This design comes from an exercise in tuning for small area, a short achievable clock period and few clock cycles per item on the open sky130 flow, not from production work. Where RTL was checked, it was by simulation tests only, not by an equivalence proof against the original. For runs 1 and 2, only the layout was checked, not whether the RTL still works. No activity file was given, so power comes from the tool's default toggle rates.

## flow/config.mk

```make
export PLATFORM = sky130hd
export DESIGN_NAME = rgb565_to_bmp24_stream_writer
export DESIGN_NICKNAME = rgb565_to_bmp24_stream_writer
export VERILOG_FILES = /design/flow/design.v
export SDC_FILE = /design/flow/constraint.sdc
export NUM_CORES = 4
export LEC_CHECK = 0
export CAP_MARGIN = 20
export CORE_MARGIN = 2
export CORE_UTILIZATION = 40
export SLEW_MARGIN = 20
```

## flow/constraint.sdc

```tcl
create_clock -name core_clock -period 9.0 [get_ports {clk_i}]
set_input_delay 1.8000 -clock core_clock [delete_from_list [all_inputs] [get_ports {clk_i}]]
set_output_delay 1.8000 -clock core_clock [all_outputs]
set_load 0.01 [all_outputs]
```

## flow/design.v

```verilog
package r2b_pkg;
  localparam logic [5:0] K_HDR0   = 6'd10;
  localparam logic [5:0] K_M1LAST = 6'd11;
  localparam logic [5:0] K_M2INIT = 6'd15;
  localparam logic [5:0] K_M2LAST = 6'd27;
  localparam logic [5:0] K_RCINC  = 6'd1;
endpackage
import r2b_pkg::*;
module rgb565_to_bmp24_stream_writer (
  input  logic        clk_i,
  input  logic        rst_ni,
  input  logic        pix_valid_i,
  output logic        pix_ready_o,
  input  logic [15:0] pix_rgb565_i,
  output logic        out_valid_o,
  input  logic        out_ready_i,
  output logic [7:0]  out_byte_o,
  output logic        out_last_of_run_o,
  output logic        out_end_of_image_o,
  input  logic        cfg_we_i,
  input  logic [0:0]  cfg_idx_i,
  input  logic [12:0] cfg_data_i
);
  function automatic logic [7:0] scale5(logic [4:0] v);
    logic [2:0] u;
    if (v >= 5'd31)      u = 3'd7;
    else if (v >= 5'd27) u = 3'd6;
    else if (v >= 5'd23) u = 3'd5;
    else if (v >= 5'd18) u = 3'd4;
    else if (v >= 5'd14) u = 3'd3;
    else if (v >= 5'd9)  u = 3'd2;
    else if (v >= 5'd5)  u = 3'd1;
    else                 u = 3'd0;
    scale5 = {v, u};
  endfunction
  function automatic logic [7:0] scale6(logic [5:0] v);
    logic [1:0] t;
    if (v == 6'd63)      t = 2'd3;
    else if (v >= 6'd42) t = 2'd2;
    else if (v >= 6'd21) t = 2'd1;
    else                 t = 2'd0;
    scale6 = {v, t};
  endfunction
  function automatic logic [11:0] clamp_dim(logic [12:0] d);
    clamp_dim[11:1] = d[12] ? 11'd0 : d[11:1];
    clamp_dim[0]    = ~d[12] & (d[0] | (d[11:1] == 11'd0));
  endfunction
  logic [11:0] w_q, h_q;
  always_ff @(posedge clk_i or negedge rst_ni) begin
    if (!rst_ni) begin
      w_q <= 12'd320;
      h_q <= 12'd240;
    end else if (cfg_we_i) begin
      if (cfg_idx_i[0]) h_q <= clamp_dim(cfg_data_i);
      else              w_q <= clamp_dim(cfg_data_i);
    end
  end
  wire [12:0] w_full = {w_q == 12'd0, w_q};
  wire [12:0] h_full = {h_q == 12'd0, h_q};
  logic        nf_q;         
  logic        pb_full_q;    
  logic        ph_q;         
  logic        rr_v_q;       
  logic [1:0]  pad_q;        
  logic        hdr_q;        
  logic [5:0]  hidx_q;       
  logic        ov_q;         
  logic [15:0] pb_q;
  logic [4:0]  rr_q;
  logic        re_l_q, fe_l_q;    
  logic [11:0] rc_q;              
  logic [12:0] acc_q, lo_q;       
  logic        bw_q;              
  logic [7:0]  byte_q;
  logic        last_q, eoi_q;
  wire [11:0] cc = lo_q[11:0];
  wire re_cur = (cc == 12'hFFE);
  wire fe_cur = re_cur & (rc_q == 12'hFFF);
  wire first  = nf_q | fe_cur;
  wire accept   = pix_valid_i & ~pb_full_q;
  wire out_free = ~ov_q | out_ready_i;
  wire pad_pend = (pad_q != 2'd0);
  wire k_ge10   = (hidx_q >= K_HDR0);
  wire sel_r   = rr_v_q;
  wire sel_pad = ~rr_v_q & pad_pend;
  wire sel_hdr = ~rr_v_q & ~pad_pend & hdr_q & k_ge10;
  wire sel_pix = ~rr_v_q & ~pad_pend & ~hdr_q & pb_full_q;
  wire load    = out_free & (sel_r | sel_pad | sel_hdr | sel_pix);
  wire load_g  = out_free & sel_pix & ph_q;
  wire hstep   = hdr_q & (k_ge10 ? (out_free & sel_hdr) : 1'b1);
  wire m1 = (hidx_q <= K_M1LAST);
  wire m2 = (hidx_q > K_M2INIT) && (hidx_q <= K_M2LAST);
  wire mstep = hstep & (m1 | m2);
  wire w0 = ~lo_q[0];
  wire w2 = ~lo_q[2] & ~((hidx_q == K_M1LAST) | (hidx_q == K_M2LAST));
  wire qi = w0 ^ w2 ^ bw_q;
  wire [13:0] msum = {1'b0, acc_q} + ({14{qi}} & {1'b0, h_full});
  wire init1  = accept & first;
  wire init2  = hstep & (hidx_q == K_M2INIT);
  wire hlast  = hstep & (hidx_q == 6'd63);
  wire cc_inc = accept & ~first & ~re_cur;
  always_ff @(posedge clk_i) begin
    if (init1 | init2) begin
      acc_q <= init1 ? 13'd13 : 13'd0;      
      bw_q  <= 1'b0;
    end else if (mstep) begin
      acc_q <= msum[13:1];
      bw_q  <= (~w0 & (w2 | bw_q)) | (w2 & bw_q);
    end
    if (init1 | init2 | hlast | (accept & re_cur)) lo_q <= ~w_full;
    else if (mstep)                             lo_q <= {msum[0], lo_q[12:1]};
    else if (cc_inc)                            lo_q <= {lo_q[12], cc + 12'd1};
  end
  wire [24:0] prod = {acc_q, lo_q[12:1]};
  function automatic logic [7:0] size_byte(logic [24:0] p, logic [1:0] k, logic lsb1);
    case (k)
      2'd0:    size_byte = {p[5:0], lsb1, 1'b0};
      2'd1:    size_byte = p[13:6];
      2'd2:    size_byte = p[21:14];
      default: size_byte = {6'd0, p[23:22]};
    endcase
  endfunction
  logic [7:0] hdr_byte;
  always_comb begin
    case (hidx_q)
      6'd10: hdr_byte = 8'h42;
      6'd11: hdr_byte = 8'h4D;
      6'd12, 6'd13, 6'd14, 6'd15: hdr_byte = size_byte(prod, hidx_q[1:0], 1'b1);
      6'd20: hdr_byte = 8'd54;
      6'd24: hdr_byte = 8'd40;
      6'd28: hdr_byte = w_full[7:0];
      6'd29: hdr_byte = {3'd0, w_full[12:8]};
      6'd32: hdr_byte = rc_q[7:0];
      6'd33: hdr_byte = {4'hF, rc_q[11:8]};
      6'd34, 6'd35: hdr_byte = 8'hFF;
      6'd36: hdr_byte = 8'd1;
      6'd38: hdr_byte = 8'd24;
      6'd44, 6'd45, 6'd46, 6'd47: hdr_byte = size_byte(prod, hidx_q[1:0], 1'b0);
      default: hdr_byte = 8'h00;
    endcase
  end
  always_ff @(posedge clk_i or negedge rst_ni) begin
    if (!rst_ni) begin
      nf_q      <= 1'b1;
      pb_full_q <= 1'b0;
      ph_q      <= 1'b0;
      rr_v_q    <= 1'b0;
      pad_q     <= 2'd0;
      hdr_q     <= 1'b0;
      ov_q      <= 1'b0;
    end else begin
      if (accept) nf_q <= 1'b0;
      pb_full_q <= accept | (pb_full_q & ~load_g);
      if (out_free & sel_pix) ph_q <= ~ph_q;
      if (load_g)                     rr_v_q <= 1'b1;
      else if (out_free & sel_r)      rr_v_q <= 1'b0;
      if (out_free & sel_r)           pad_q <= re_l_q ? w_q[1:0] : 2'd0;
      else if (out_free & sel_pad)    pad_q <= pad_q - 2'd1;
      if (init1)      hdr_q <= 1'b1;
      else if (hlast) hdr_q <= 1'b0;
      ov_q <= load | (ov_q & ~out_ready_i);
    end
  end
  always_ff @(posedge clk_i) begin
    if (init1)      hidx_q <= 6'd0;
    else if (hstep) hidx_q <= hidx_q + 6'd1;
  end
  always_ff @(posedge clk_i) begin
    if (accept) pb_q <= pix_rgb565_i;
    if (load_g) begin
      rr_q   <= pb_q[15:11];
      re_l_q <= re_cur;
      fe_l_q <= fe_cur;
    end
    if (init1)                                                  rc_q <= ~h_q;
    else if ((accept & re_cur) | (hstep & (hidx_q == K_RCINC))) rc_q <= rc_q + 12'd1;
  end
  logic [7:0] byte_d;
  logic       last_d, eoi_d;
  wire        pad0 = (w_q[1:0] == 2'd0);
  always_comb begin
    byte_d = 8'h00;
    last_d = 1'b0;
    eoi_d  = 1'b0;
    if (sel_r) begin
      byte_d = scale5(rr_q);
      last_d = ~re_l_q | pad0;
      eoi_d  = fe_l_q & pad0;
    end else if (sel_pad) begin
      last_d = (pad_q == 2'd1);
      eoi_d  = fe_l_q & (pad_q == 2'd1);
    end else if (hdr_q) begin
      byte_d = hdr_byte;
    end else if (ph_q) begin
      byte_d = scale6(pb_q[10:5]);
    end else begin
      byte_d = scale5(pb_q[4:0]);
    end
  end
  always_ff @(posedge clk_i) begin
    if (out_free) begin
      byte_q <= byte_d;
      last_q <= last_d;
      eoi_q  <= eoi_d;
    end
  end
  assign pix_ready_o        = ~pb_full_q;
  assign out_valid_o        = ov_q;
  assign out_byte_o         = byte_q;
  assign out_last_of_run_o  = last_q;
  assign out_end_of_image_o = eoi_q;
endmodule
```

## flow/run.sh

```bash
#!/bin/bash
# synth_recipe.tcl (not shown) runs the flow's synth.tcl, then flattens the netlist and writes it again
# the make line also repeats each setting of config.mk as NAME=value (left out here)
make -C /OpenROAD-flow-scripts/flow DESIGN_CONFIG=/design/flow/config.mk WORK_HOME=/design/flow/orfs CLKGATE_MAP_FILE= SYNTH_SCRIPT=/design/flow/synth_recipe.tcl finish
```

==> results of run 1 <==
final cells by class:
type	instances	area (µm²)	area share, %
clock buffer	9	225.2	2.908
clock inverter	7	91.34	1.179
inverter	22	82.58	1.066
multi-input combinational	505	3506	45.27
sequential	110	3082	39.79
tap	220	275.3	3.554
timing repair buffer	49	483.0	6.236
cell usage after synthesis (all sizes together), types with 3 or more instances:
| master | number |
|---|---|
| or4 | 3 |
| o211ai | 6 |
| clkbuf | 24 |
| nor3b | 6 |
| or3 | 3 |
| a2bb2oi | 4 |
| nor2 | 38 |
| nand4 | 14 |
| a21o | 14 |
| nand2 | 57 |
| o21bai | 3 |
| xor2 | 16 |
| edfxtp | 71 |
| or2 | 6 |
| nor2b | 21 |
| a221oi | 5 |
| a21oi | 25 |
| o31ai | 7 |
| a211oi | 6 |
| and4 | 4 |
| nand2b | 20 |
| a32o | 4 |
| nor3 | 17 |
| and3 | 10 |
| o221ai | 5 |
| o21ai | 42 |
| nor4 | 13 |
| mux2i | 46 |
| nand3 | 20 |
| a31oi | 6 |
| a22o | 4 |
| and2 | 6 |
| dfxtp | 7 |
| xnor2 | 15 |
| a222oi | 6 |
| inv | 22 |
| dfrtp | 25 |
| buf | 13 |
| dfstp | 7 |
| ha | 23 |
worst min path at each step:
stage | start | endpoint | slack [ns] | cells past startpoint
after detailed placement | pb_q[12] | rr_q[1] | 0.41 | 0
after global placement | pb_q[13] | rr_q[2] | 0.42 | 0
final | pb_q[12] | rr_q[1] | 0.44 | 0
after CTS | pb_q[12] | rr_q[1] | 0.44 | 0
after floorplan | pb_q[11] | rr_q[0] | 0.40 | 0
after global routing | pb_q[12] | rr_q[1] | 0.44 | 0
worst register-to-register path, cell delays in order (launching register included):
cell       delay, ns
dfxtp_1         0.45
ha_1            0.44
a31oi_1         0.21
fa_1            0.82
nor2b_1         0.10
ha_1            0.23
fa_1            0.43
a211oi_1        0.25
o21bai_1        0.15
a2111oi_0       0.57
o21a_1          0.21
nor3_1          0.04
cells by family (layout without fill, tap and decap cells):
family | count (synthesis) | after routing | synth area share (%)
DFF | 110 | 110 | 45.09
buffers and inverters | 59 | 87 | 3.680
adders and majority gates | 25 | 25 | 4.797
xor gates and xnor gates | 31 | 31 | 3.973
muxes | 46 | 46 | 6.737
AOI/OAI and AO/OA | 161 | 161 | 16.72
and+or+nand+nor | 242 | 242 | 19.00
placed cells by master (no fill, tap or decap), drive strengths merged, types with 10 or more instances in the layout:
cell           Yosys  final
mux2i             46     46
a21o              14     14
clkdlybuf4s50      0     46
dfrtp             25     25
xor2              16     16
o21ai             42     42
inv               22     24
a21oi             25     25
nand4             14     14
nand2             57     57
nor2b             21     21
nor3              17     17
xnor2             15     15
edfxtp            71     71
nand3             20     20
and3              10     10
nor4              13     13
ha                23     23
nor2              38     38
nand2b            20     20
per-layer routing:
metal	track usage, %	vias up
li1	-	2578
met1	28.46	2586
met2	32.26	203
met3	3.754	33
met4	7.778	0
met5	0	-
metrics by stage:
stage	util, %	setup WS (ns)
5_1_grt	46.54	4.487
4_1_cts	46.51	4.725
6_report	46.54	4.724
2_1_floorplan	-	5.328
3_5_place_dp	44.61	4.370
3_3_place_gp	44.61	4.515
power groups by stage:
stage          Sequential (µW)  Clock, µW  Combinational, µW
4_1_cts                    709        419                404
3_5_place_dp               721          0                402
3_3_place_gp               717          0                398
6_report                   710        411                404
5_1_grt                    720        437                448
2_1_floorplan              683          0                284
sequential cells by signal, indices dropped and copies added, names as in the netlist, 2 cells and up:
register  count
h_q          12
pad_q         2
w_q          12
rr_q          5
rc_q         12
pb_q         16
hidx_q        6
acc_q        13
lo_q         13
byte_q        8
==> impl_metrics.yaml, run 1 <==
routing:
  wl_met2_mm: 8.358
  drt_iter0_markers: 552
  drt_pass1_iterations: 8
  drt.antenna.violating_nets: 0
  top_layer: "met4"
  vias: 5400
  drc: 0
  routedWlPerCell_um: 19.70
  drt-total-wl_mm: 18.17
  wl_met1_mm: 8.257
  route.met3.wl_um: 993
  viasPerCell: 5.857
global_routing:
  grt_pass1_wl_mm: 28.62
  grt_usage_pct: 20.59
  grt_max_degree: 33
  grt_overflow: 0
  antenna_found_initial: 0
  grt_pass1_vias: 5193
synthesis:
  yosys-top-cells-area: "edfxtp_1 (31%), dfrtp_1 (9.2%), mux2i_1 (6.7%)"
  synthFlopType: "edfxtp_1"
  synth_top_area_cell: "edfxtp_1"
  ys_async_sr_fraction_pct: 29.09
  syn_nets: 734
  yosysSeqAreaShare_pct: 45.09
  synth.ff_latch_count: 110
  ys_types: 73
  synth-edff-count: 71
  yosysWarningCount: 1
  syn-instance-count: 674
  syn_avg_cell_area_um2: 10.14
  syn_area_um2: 6834
  yosys.area.top_type_share_pct: 31.20
setup_path:
  start_kind: "primary input"
  required_ns: 9.00
  cp_top_family: "simple AND/OR/NAND/NOR gates"
  worst-setup-path-type: "in2reg"
  endpoint: "acc_q[12]"
  cp-end-kind: "flip-flop"
  r2r-end: "acc_q[7]"
  path_cells: "clkdlybuf4s50_1 -> nor2b_1 -> nor2_1 -> nand4_1 -> o21ai_1 -> nand2b_1"
  rrSetupSlack_ns: 4.81
  critPathBufInv: 1
  worstPathMaxFanout: 13
  critical_path_depth: 6
  critPathLaunch: "out_ready_i"
  worst-r2r-cell-count: 11
  cp_data_arrival_time_ns: 4.28
  cp_slowest_cell: "o21ai_1"
  max_stage_delay_ns: 0.61
  r2r_start: "hidx_q[1]"
sta:
  finalMaxSlewViolations: 0
  setup_viol_count_final: 0
  timing.hold.ws_ns: 0.4362
  skew_ns: 0.007648
  final.period_utilization_pct: 47.51
  finalCriticalPeriod_ns: 4.276
  worst_pin_slew_ns: 0.8858
  fmax_mhz: 233.9
  maxSlewHeadroom_pct: 40.55
  finalHoldViolCount: 0
  rsz0062_at_grt: "no"
  tns_ns: 0
finish:
  nets: 757
  fill_cells: 1561
  layout-drive-gt1-share_pct: 6.125
  area_growth_pct: 13.33
  finalNonFillerCells: 922
  stdcell_area_um2: 7745
  num_antenna_cells: 0
clock_tree:
  cts_tree: "built"
  worstSkewPairLatency_ns: 0.36
  ctsResizeCount: 0
  ctsHoldBuffers: 0
  root_buffer: "clkbuf_16"
  cts_buffers: 9
  cts_setup_buffers: 0
  htree_num_levels: 3
  clk_pin_slew_ns: 0.08
  clock-sinks: 110
  cts_buffer_depth: 2
place:
  placed_cell_area_um2: 7423
  dp_cells: 906
  place_hpwl_mm: 13.94
  place.gp.congestion: 0.8961
  io_buffer_count: 46
power_and_ir_drop:
  p_per_area_nw_per_um2: 196.9
  switching_power_uw: 515.0
  max-vdd-ir-drop_mv: 0.1047
  p_int_uw: 1010
  total_power_uw: 1525
  power_leakage_uw: 0.002958
  seqPwrFrac_pct: 46.6
  p_clk_share_pct: 26.9
  power_frac_comb_pct: 26.5
  switching_share_pct: 33.78
floorplan:
  core_um2: 16640
  pin_count: 47
  die_y_um: 134.7
  die_x_um: 134.7
  initial_core_util_pct: 41.06
  fp-row-count: 47
  dieArea_um2: 18150
outcome:
  status: "no timing/DRC/antenna violations"
job:
  maxCapViolations: 0
hold_path:
  hp-class: "reg2reg"
==> run 2: changes to the inputs <==
--- a/flow/config.mk
+++ b/flow/config.mk
@@ -5,7 +5,9 @@
 export SDC_FILE = /design/flow/constraint.sdc
 export NUM_CORES = 4
 export LEC_CHECK = 0
+export ABC_CLOCK_PERIOD_IN_PS = 2500
 export CAP_MARGIN = 20
 export CORE_MARGIN = 2
 export CORE_UTILIZATION = 40
+export SETUP_SLACK_MARGIN = 5
 export SLEW_MARGIN = 20
==> run 2 against run 1 <==
Effect of this change:
- routed wire length grew 0.21%
- die area is the same
- critical path depth grew 4
- largest cell class unchanged
==> impl_metrics.yaml, run 2 <==
hold_path:
  hp-class: "reg2reg"
sta:
  fmax_mhz: 261.9
  rsz0062_at_grt: "yes"
  finalHoldViolCount: 0
  worst_pin_slew_ns: 0.7881
  finalMaxSlewViolations: 0
  layout_setup_ws_ns: 5.182
  tns_ns: 0
  finalCriticalPeriod_ns: 3.818
  setup_viol_count_final: 0
  maxSlewHeadroom_pct: 47.46
  final.period_utilization_pct: 42.43
  skew_ns: 0.008253
routing:
  drc: 0
  viasPerCell: 5.855
  drt.antenna.violating_nets: 0
  drt_pass1_iterations: 6
  drt_iter0_markers: 541
  routedWlPerCell_um: 19.75
  drt-total-wl_mm: 18.21
  vias: 5398
power_and_ir_drop:
  switching_power_uw: 517.8
  p_clk_share_pct: 26.9
  p_per_area_nw_per_um2: 196.9
  seqPwrFrac_pct: 46.4
  power_leakage_uw: 0.002952
  power_frac_comb_pct: 26.7
  switching_share_pct: 33.85
  p_int_uw: 1012
  max-vdd-ir-drop_mv: 0.1051
setup_path:
  cp_slowest_cell: "dfxtp_1"
  cp_top_family: "compound AO/OA/AOI/OAI gates"
  max_stage_delay_ns: 0.69
  path_cells: "nor2_1 -> a31oi_1 -> fa_2 -> nor2b_1 -> ha_1 -> a211oi_1 -> o21bai_1 -> a2111oi_2 -> o21a_1 -> nor3_1"
  cp-end-kind: "flip-flop"
  cp_data_arrival_time_ns: 3.91
  worst-setup-path-type: "reg2reg"
  start_kind: "flip-flop"
  required_ns: 9.09
  worstPathMaxFanout: 15
  critPathBufInv: 0
synthesis:
  synth-edff-count: 71
  synth_top_area_cell: "edfxtp_1"
  syn-instance-count: 674
  syn_nets: 734
  synth.ff_latch_count: 110
  ys_async_sr_fraction_pct: 29.09
  synthFlopType: "edfxtp_1"
  syn_avg_cell_area_um2: 10.14
  yosys-top-cells-count: "edfxtp_1 (71), nand2_1 (56), mux2i_1 (46), o21ai_0 (39), nor2_1 (37)"
  syn_area_um2: 6834
  yosys-top-cells-area: "edfxtp_1 (31%), dfrtp_1 (9.2%), mux2i_1 (6.7%)"
  yosys.area.top_type_share_pct: 31.20
  yosysWarningCount: 1
  ys_types: 73
  synth_most_common_cell: "edfxtp_1"
  yosysSeqAreaShare_pct: 45.09
finish:
  reg_top3: "pb_q: 16 flops, acc_q: 13 flops, lo_q: 13 flops"
  mostFrequentLayoutCells: "edfxtp_1 (71), nand2_1 (56), mux2i_1 (46), clkdlybuf4s50_1 (46), o21ai_0 (39)"
  num_antenna_cells: 0
  fill_cells: 1560
  layout-drive-gt1-share_pct: 7.265
  regMostFlops: "pb_q"
  nets: 757
  area_growth_pct: 13.69
  final_common_cell: "edfxtp_1"
  largest_register_ffs: 16
  multiInputGateArea_um2: 3526
  seq_area_um2: 3083
clock_tree:
  ctsHoldBuffers: 0
  cts_tree: "built"
  ctsResizeCount: 4
  root_buffer: "clkbuf_16"
  htree_num_levels: 3
  cts_buffers: 9
  worstSkewPairLatency_ns: 0.36
  clock-sinks: 110
  clk_pin_slew_ns: 0.08
  cts_setup_buffers: 0
  cts_buffer_depth: 2
place:
  io_buffer_count: 46
  pre_cts_slack_ns: 4.370
  place_hpwl_mm: 13.94
  place.gp.congestion: 0.8961
floorplan:
  fp-row-count: 47
  core_um2: 16640
  initial_core_util_pct: 41.06
  dieArea_um2: 18150
  die_y_um: 134.7
  die_x_um: 134.7
  pin_count: 47
global_routing:
  grt_pass1_wl_mm: 28.62
  grt_overflow: 0
  grt_usage_pct: 20.59
  grt_max_degree: 33
  antenna_found_initial: 0
  grt_pass1_vias: 5193
outcome:
  status: "no timing/DRC/antenna violations"
job:
  maxCapViolations: 0
[run 2: logic make-up (layout without fill, tap and decap cells)]
logic type	after synthesis	in the layout	share of synthesized area, %
AO/OA/AOI/OAI	161	161	16.72
XOR/XNOR	31	31	3.973
adder cells (fa/ha/maj)	25	25	4.797
buffers and inverters	59	87	3.680
flip-flops	110	110	45.09
multiplexers	46	46	6.737
AND/OR/NAND/NOR	242	242	19.00
[run 2: cell type report]
class                           instances  area share [%]
Clock inverter                          7           1.176
Inverter                               22           1.111
Multi-Input combinational cell        505           45.38
Sequential cell                       110           39.68
Clock buffer                            9           2.899
Timing Repair Buffer                   49           6.216
Tap cell                              220           3.543
[run 2: final timing paths]
path                           start        to  slack [ns]  cells after the start
max reg2reg                hidx_q[2]  acc_q[7]        5.18                     10
min                         pb_q[12]   rr_q[1]        0.44                      0
min in group asynchronous     rst_ni   h_q[11]        1.84                      2
max                        hidx_q[2]  acc_q[7]        5.18                     10
min reg2reg                 pb_q[12]   rr_q[1]        0.44                      0
max in group asynchronous     rst_ni      nf_q        6.81                      2
[run 2: per-stage QoR]
stage	std cells	utilization (%)	hold slack, ns	total power (µW)	cell area, µm²
2_1_floorplan	674	-	0.4003	966.8	6834
3_3_place_gp	906	44.61	0.4163	1116	7423
3_5_place_dp	906	44.61	0.4144	1123	7423
4_1_cts	922	46.57	0.4353	1534	7750
5_1_grt	922	46.69	0.4444	1608	7770
6_report	922	46.69	0.4351	1530	7770
[run 2: worst register-to-register path: cells and delay by family (launching register included)]
family	cells	cell delay, ns
AOI/OAI and AO/OA	5	1.36
adders and majority gates	2	0.97
DFF	1	0.69
and+or+nand+nor	3	0.52
[run 2: layer usage]
| metal | track usage, % | part of all wire (%) |
|---|---|---|
| met2 | 32.26 | 46 |
| met3 | 3.754 | 4.9 |
| met1 | 28.46 | 46 |
| met4 | 7.778 | 3.0 |
| met5 | 0 | 0 |
[run 2: power groups by stage]
stage	Sequential [µW]	Clock (µW)	Combinational, µW
final	710	412	408
after global routing	720	437	451
after CTS	709	419	406
after detailed placement	721	0	402
after global placement	717	0	398
after floorplan	683	0	284
==> run 3: changes to the inputs <==
--- a/flow/design.v
+++ b/flow/design.v
@@ -41,22 +41,21 @@
     else                 t = 2'd0;
     scale6 = {v, t};
   endfunction
-  function automatic logic [11:0] clamp_dim(logic [12:0] d);
+  function automatic logic [12:0] clamp_dim(logic [12:0] d);
+    clamp_dim[12]   = d[12];
     clamp_dim[11:1] = d[12] ? 11'd0 : d[11:1];
-    clamp_dim[0]    = ~d[12] & (d[0] | (d[11:1] == 11'd0));
-  endfunction
-  logic [11:0] w_q, h_q;
+    clamp_dim[0]    = d[12] ? 1'b0 : (d[0] | (d[11:1] == 11'd0));
+  endfunction
+  logic [12:0] w_q, h_q;
   always_ff @(posedge clk_i or negedge rst_ni) begin
     if (!rst_ni) begin
-      w_q <= 12'd320;
-      h_q <= 12'd240;
+      w_q <= 13'd320;
+      h_q <= 13'd240;
     end else if (cfg_we_i) begin
       if (cfg_idx_i[0]) h_q <= clamp_dim(cfg_data_i);
       else              w_q <= clamp_dim(cfg_data_i);
     end
   end
-  wire [12:0] w_full = {w_q == 12'd0, w_q};
-  wire [12:0] h_full = {h_q == 12'd0, h_q};
   logic        nf_q;         
   logic        pb_full_q;    
   logic        ph_q;         
@@ -68,14 +67,13 @@
   logic [15:0] pb_q;
   logic [4:0]  rr_q;
   logic        re_l_q, fe_l_q;    
-  logic [11:0] rc_q;              
+  logic [12:0] cc_q, rc_q;        
   logic [12:0] acc_q, lo_q;       
   logic        bw_q;              
   logic [7:0]  byte_q;
   logic        last_q, eoi_q;
-  wire [11:0] cc = lo_q[11:0];
-  wire re_cur = (cc == 12'hFFE);
-  wire fe_cur = re_cur & (rc_q == 12'hFFF);
+  wire re_cur = (cc_q == 13'h1FFE);
+  wire fe_cur = re_cur & (rc_q == 13'h1FFF);
   wire first  = nf_q | fe_cur;
   wire accept   = pix_valid_i & ~pb_full_q;
   wire out_free = ~ov_q | out_ready_i;
@@ -91,25 +89,22 @@
   wire m1 = (hidx_q <= K_M1LAST);
   wire m2 = (hidx_q > K_M2INIT) && (hidx_q <= K_M2LAST);
   wire mstep = hstep & (m1 | m2);
-  wire w0 = ~lo_q[0];
-  wire w2 = ~lo_q[2] & ~((hidx_q == K_M1LAST) | (hidx_q == K_M2LAST));
+  wire w0 = lo_q[0];
+  wire w2 = lo_q[2] & ~((hidx_q == K_M1LAST) | (hidx_q == K_M2LAST));
   wire qi = w0 ^ w2 ^ bw_q;
-  wire [13:0] msum = {1'b0, acc_q} + ({14{qi}} & {1'b0, h_full});
-  wire init1  = accept & first;
-  wire init2  = hstep & (hidx_q == K_M2INIT);
-  wire hlast  = hstep & (hidx_q == 6'd63);
-  wire cc_inc = accept & ~first & ~re_cur;
+  wire [13:0] msum = {1'b0, acc_q} + ({14{qi}} & {1'b0, h_q});
+  wire init1 = accept & first;
+  wire init2 = hstep & (hidx_q == K_M2INIT);
   always_ff @(posedge clk_i) begin
     if (init1 | init2) begin
       acc_q <= init1 ? 13'd13 : 13'd0;      
+      lo_q  <= w_q;
       bw_q  <= 1'b0;
     end else if (mstep) begin
       acc_q <= msum[13:1];
+      lo_q  <= {msum[0], lo_q[12:1]};
       bw_q  <= (~w0 & (w2 | bw_q)) | (w2 & bw_q);
     end
-    if (init1 | init2 | hlast | (accept & re_cur)) lo_q <= ~w_full;
-    else if (mstep)                             lo_q <= {msum[0], lo_q[12:1]};
-    else if (cc_inc)                            lo_q <= {lo_q[12], cc + 12'd1};
   end
   wire [24:0] prod = {acc_q, lo_q[12:1]};
   function automatic logic [7:0] size_byte(logic [24:0] p, logic [1:0] k, logic lsb1);
@@ -128,10 +123,10 @@
       6'd12, 6'd13, 6'd14, 6'd15: hdr_byte = size_byte(prod, hidx_q[1:0], 1'b1);
       6'd20: hdr_byte = 8'd54;
       6'd24: hdr_byte = 8'd40;
-      6'd28: hdr_byte = w_full[7:0];
-      6'd29: hdr_byte = {3'd0, w_full[12:8]};
+      6'd28: hdr_byte = w_q[7:0];
+      6'd29: hdr_byte = {3'd0, w_q[12:8]};
       6'd32: hdr_byte = rc_q[7:0];
-      6'd33: hdr_byte = {4'hF, rc_q[11:8]};
+      6'd33: hdr_byte = {3'b111, rc_q[12:8]};
       6'd34, 6'd35: hdr_byte = 8'hFF;
       6'd36: hdr_byte = 8'd1;
       6'd38: hdr_byte = 8'd24;
@@ -156,8 +151,8 @@
       else if (out_free & sel_r)      rr_v_q <= 1'b0;
       if (out_free & sel_r)           pad_q <= re_l_q ? w_q[1:0] : 2'd0;
       else if (out_free & sel_pad)    pad_q <= pad_q - 2'd1;
-      if (init1)      hdr_q <= 1'b1;
-      else if (hlast) hdr_q <= 1'b0;
+      if (init1)                                   hdr_q <= 1'b1;
+      else if (hstep & (hidx_q == 6'd63))          hdr_q <= 1'b0;
       ov_q <= load | (ov_q & ~out_ready_i);
     end
   end
@@ -172,8 +167,11 @@
       re_l_q <= re_cur;
       fe_l_q <= fe_cur;
     end
-    if (init1)                                                  rc_q <= ~h_q;
-    else if ((accept & re_cur) | (hstep & (hidx_q == K_RCINC))) rc_q <= rc_q + 12'd1;
+    if (accept) begin
+      cc_q <= (first | re_cur) ? ~w_q : cc_q + 13'd1;
+    end
+    if (accept & first)                                  rc_q <= ~h_q;
+    else if ((accept & re_cur) | (hstep & (hidx_q == K_RCINC))) rc_q <= rc_q + 13'd1;
   end
   logic [7:0] byte_d;
   logic       last_d, eoi_d;
--- a/flow/config.mk
+++ b/flow/config.mk
@@ -5,9 +5,7 @@
 export SDC_FILE = /design/flow/constraint.sdc
 export NUM_CORES = 4
 export LEC_CHECK = 0
-export ABC_CLOCK_PERIOD_IN_PS = 2500
 export CAP_MARGIN = 20
 export CORE_MARGIN = 2
 export CORE_UTILIZATION = 40
-export SETUP_SLACK_MARGIN = 5
 export SLEW_MARGIN = 20
==> run 3 against run 2 <==
Effect of this change:
- clock skew about the same
- global-route usage down 0.090 points
- cell count up 2.2%
- synthesized area up 3.8%
- setup slack worse by 0.49 ns
- still clean on timing, DRC and antenna
- largest power group unchanged
- design area up 6.6%
- count of clock-buffer cells in the layout up 11
- critical path depth down 3
- die area up 3.7%
- power up 13%
- first-iteration DRC count down 5.4%
- routed wire length up 1.2%
==> impl_metrics.yaml, run 3 <==
global_routing:
  grt_pass1_wl_mm: 28.81
  antenna_found_initial: 2
  grt_max_degree: 35
  grt_usage_pct: 20.50
  grt_pass1_vias: 5345
  grt_overflow: 0
setup_path:
  max_stage_delay_ns: 0.67
  rrSetupSlack_ns: 4.72
  cp-end-kind: "flip-flop"
  required_ns: 9.06
  worst-setup-path-type: "in2reg"
  cp_data_arrival_time_ns: 4.37
  cp_common_cell: "nand2b_2"
  worstPathMaxFanout: 26
  cp_top_family: "simple AND/OR/NAND/NOR gates"
  path_cells: "clkdlybuf4s50_1 -> nor2b_1 -> inv_2 -> nand2_4 -> or4_4 -> nand2b_2 -> nand2b_2"
  start_kind: "primary input"
  critPathBufInv: 2
  cp_slowest_cell: "nand2b_2"
hold_path:
  hp-class: "reg2reg"
finish:
  largest_register_ffs: 16
  final_common_cell: "edfxtp_1"
  stdcell_area_um2: 8284
  nets: 762
  regMostFlops: "pb_q"
  mostFrequentLayoutCells: "edfxtp_1 (85), nand2_1 (61), clkdlybuf4s50_1 (46), o21ai_0 (44), nor2_1 (40)"
  finalNonFillerCells: 942
  area_growth_pct: 16.75
  layout-drive-gt1-share_pct: 9.371
sta:
  worst_pin_slew_ns: 0.7696
  finalHoldViolCount: 0
  layout_setup_ws_ns: 4.688
  skew_ns: 0.008256
  tns_ns: 0
  maxSlewHeadroom_pct: 48.69
  fmax_mhz: 231.9
  final.period_utilization_pct: 47.91
  finalMaxSlewViolations: 0
  finalCriticalPeriod_ns: 4.312
  rsz0062_at_grt: "no"
  setup_viol_count_final: 0
synthesis:
  yosys-top-cells-count: "edfxtp_1 (85), nand2_1 (61), o21ai_0 (45), nor2_1 (40), a21oi_1 (37)"
  yosys.area.top_type_share_pct: 35.97
  syn_area_um2: 7096
  yosysWarningCount: 1
  synthFlopType: "edfxtp_1"
  syn-instance-count: 665
  synth-edff-count: 85
  yosysSeqAreaShare_pct: 50.06
  syn_avg_cell_area_um2: 10.67
  ys_types: 74
  yosys-top-cells-area: "edfxtp_1 (36%), dfrtp_1 (9.5%), ha_1 (4.1%)"
  syn_nets: 725
  synth_top_area_cell: "edfxtp_1"
  synth.ff_latch_count: 126
  synth_most_common_cell: "edfxtp_1"
  ys_async_sr_fraction_pct: 26.98
power_and_ir_drop:
  switching_share_pct: 28.46
  p_per_area_nw_per_um2: 208.9
  total_power_uw: 1731
  seqPwrFrac_pct: 45.1
  max-vdd-ir-drop_mv: 0.1473
  p_clk_share_pct: 39.0
  power_frac_comb_pct: 15.9
  power_leakage_uw: 0.003159
  p_int_uw: 1238
  switching_power_uw: 492.7
place:
  io_buffer_count: 46
  place_hpwl_mm: 13.32
  dp_cells: 908
  place.gp.congestion: 0.9011
  placed_cell_area_um2: 7687
  pre_cts_slack_ns: 3.820
clock_tree:
  htree_num_levels: 4
  cts_buffer_depth: 2
  cts_tree: "built"
  ctsResizeCount: 0
  root_buffer: "clkbuf_16"
  clk_pin_slew_ns: 0.06
  cts_buffers: 17
  worstSkewPairLatency_ns: 0.43
  ctsHoldBuffers: 0
  clock-sinks: 126
  cts_setup_buffers: 0
routing:
  viasPerCell: 5.735
  drt_pass1_iterations: 5
  drc: 0
  vias: 5402
  drt.antenna.violating_nets: 0
  drt-total-wl_mm: 18.42
  drt_iter0_markers: 512
  routedWlPerCell_um: 19.55
floorplan:
  die_y_um: 137.2
  die_x_um: 137.2
  pin_count: 47
  core_um2: 17300
  initial_core_util_pct: 41.02
  dieArea_um2: 18820
  fp-row-count: 48
outcome:
  status: "no timing/DRC/antenna violations"
job:
  maxCapViolations: 0
==> run 3: layer usage <==
metal	track usage [%]	share of wire, %	vias up
li1	-	-	2554
met5	0	0	-
met2	32.03	46	222
met3	5.666	7.3	36
met4	8.190	2.6	0
met1	27.02	44	2590
==> run 3: through the flow <==
stage	util, %	hold WS, ns
floorplan	-	0.4003
global placement	44.43	0.4021
detailed placement	44.44	0.4056
CTS	47.83	0.4205
global route	47.88	0.4262
finish	47.89	0.4231
==> run 3: kinds of logic after synthesis <==
| group | after synthesis | synth area share [%] |
|---|---|---|
| AOI/OAI and AO/OA | 165 | 15.59 |
| xor gates and xnor gates | 33 | 4.073 |
| adders and majority gates | 26 | 4.761 |
| buffers and inverters | 54 | 3.720 |
| DFF | 126 | 50.06 |
| muxes | 37 | 5.519 |
| and+or+nand+nor | 224 | 16.28 |
==> run 3: final timing paths <==
| check | cells after the start | startpoint | endpoint |
|---|---|---|---|
| max | 7 | out_ready_i | acc_q[6] |
| min | 0 | pb_q[11] | rr_q[0] |
| max reg2reg | 13 | hidx_q[3] | acc_q[9] |
| min reg2reg | 0 | pb_q[11] | rr_q[0] |
| max in group asynchronous | 2 | rst_ni | h_q[5] |
| min in group asynchronous | 2 | rst_ni | h_q[3] |
==> run 3: area by class of cell <==
cell class,count,area [µm²]
Clock buffer,20,489.2
Sequential cell,126,3552
Clock inverter,12,96.34
Fill cell,1589,9012
Tap cell,225,281.5
Multi-Input combinational cell,485,3291
Antenna cell,2,5.005
Timing Repair Buffer,49,483.0
Inverter,23,86.33
==> run 3: power groups by stage <==
| stage | sequential (µW) | combinational, µW | clock [µW] |
|---|---|---|---|
| after floorplan | 760 | 176 | 0 |
| after global placement | 787 | 268 | 0 |
| after detailed placement | 790 | 277 | 0 |
| after CTS | 780 | 278 | 682 |
| after global routing | 790 | 307 | 708 |
| final | 781 | 275 | 675 |
Testbench counts of run 3, summed over its fixed seeds: cycles 80,503, pixels 25,456.

==> what the ideal ports hide <==
Ports are ideal in the flow. The routed layouts listed here were re-timed in OpenROAD.
Step 1: set_driving_cell puts a clkbuf_16 on clk_i and a buf_2 on each other input, an assumption about the parent block.
Step 2 also shifts input and output timing later by t, the mid clock arrival at the registers, as if the neighbouring blocks saw the same clock.
a / b / c = ideal / step 1 / step 2; a / b = the first two.
| run | t (ns) | setup WS [ns] | worst setup path at the end |
|---|---|---|---|
| run 1 | 0.406 | 4.724 / 4.746 / 4.339 | input to register |
| run 2 | 0.404 | 5.182 / 5.182 / 4.817 | input to register |
| run 3 | 0.466 | 4.688 / 4.705 / 4.239 | input to register |
After both steps setup and hold are still met in every run listed. For run 3, which loses most, drivers alone change the setup slack by +0.017 ns; drivers and shift together by -0.449 ns.
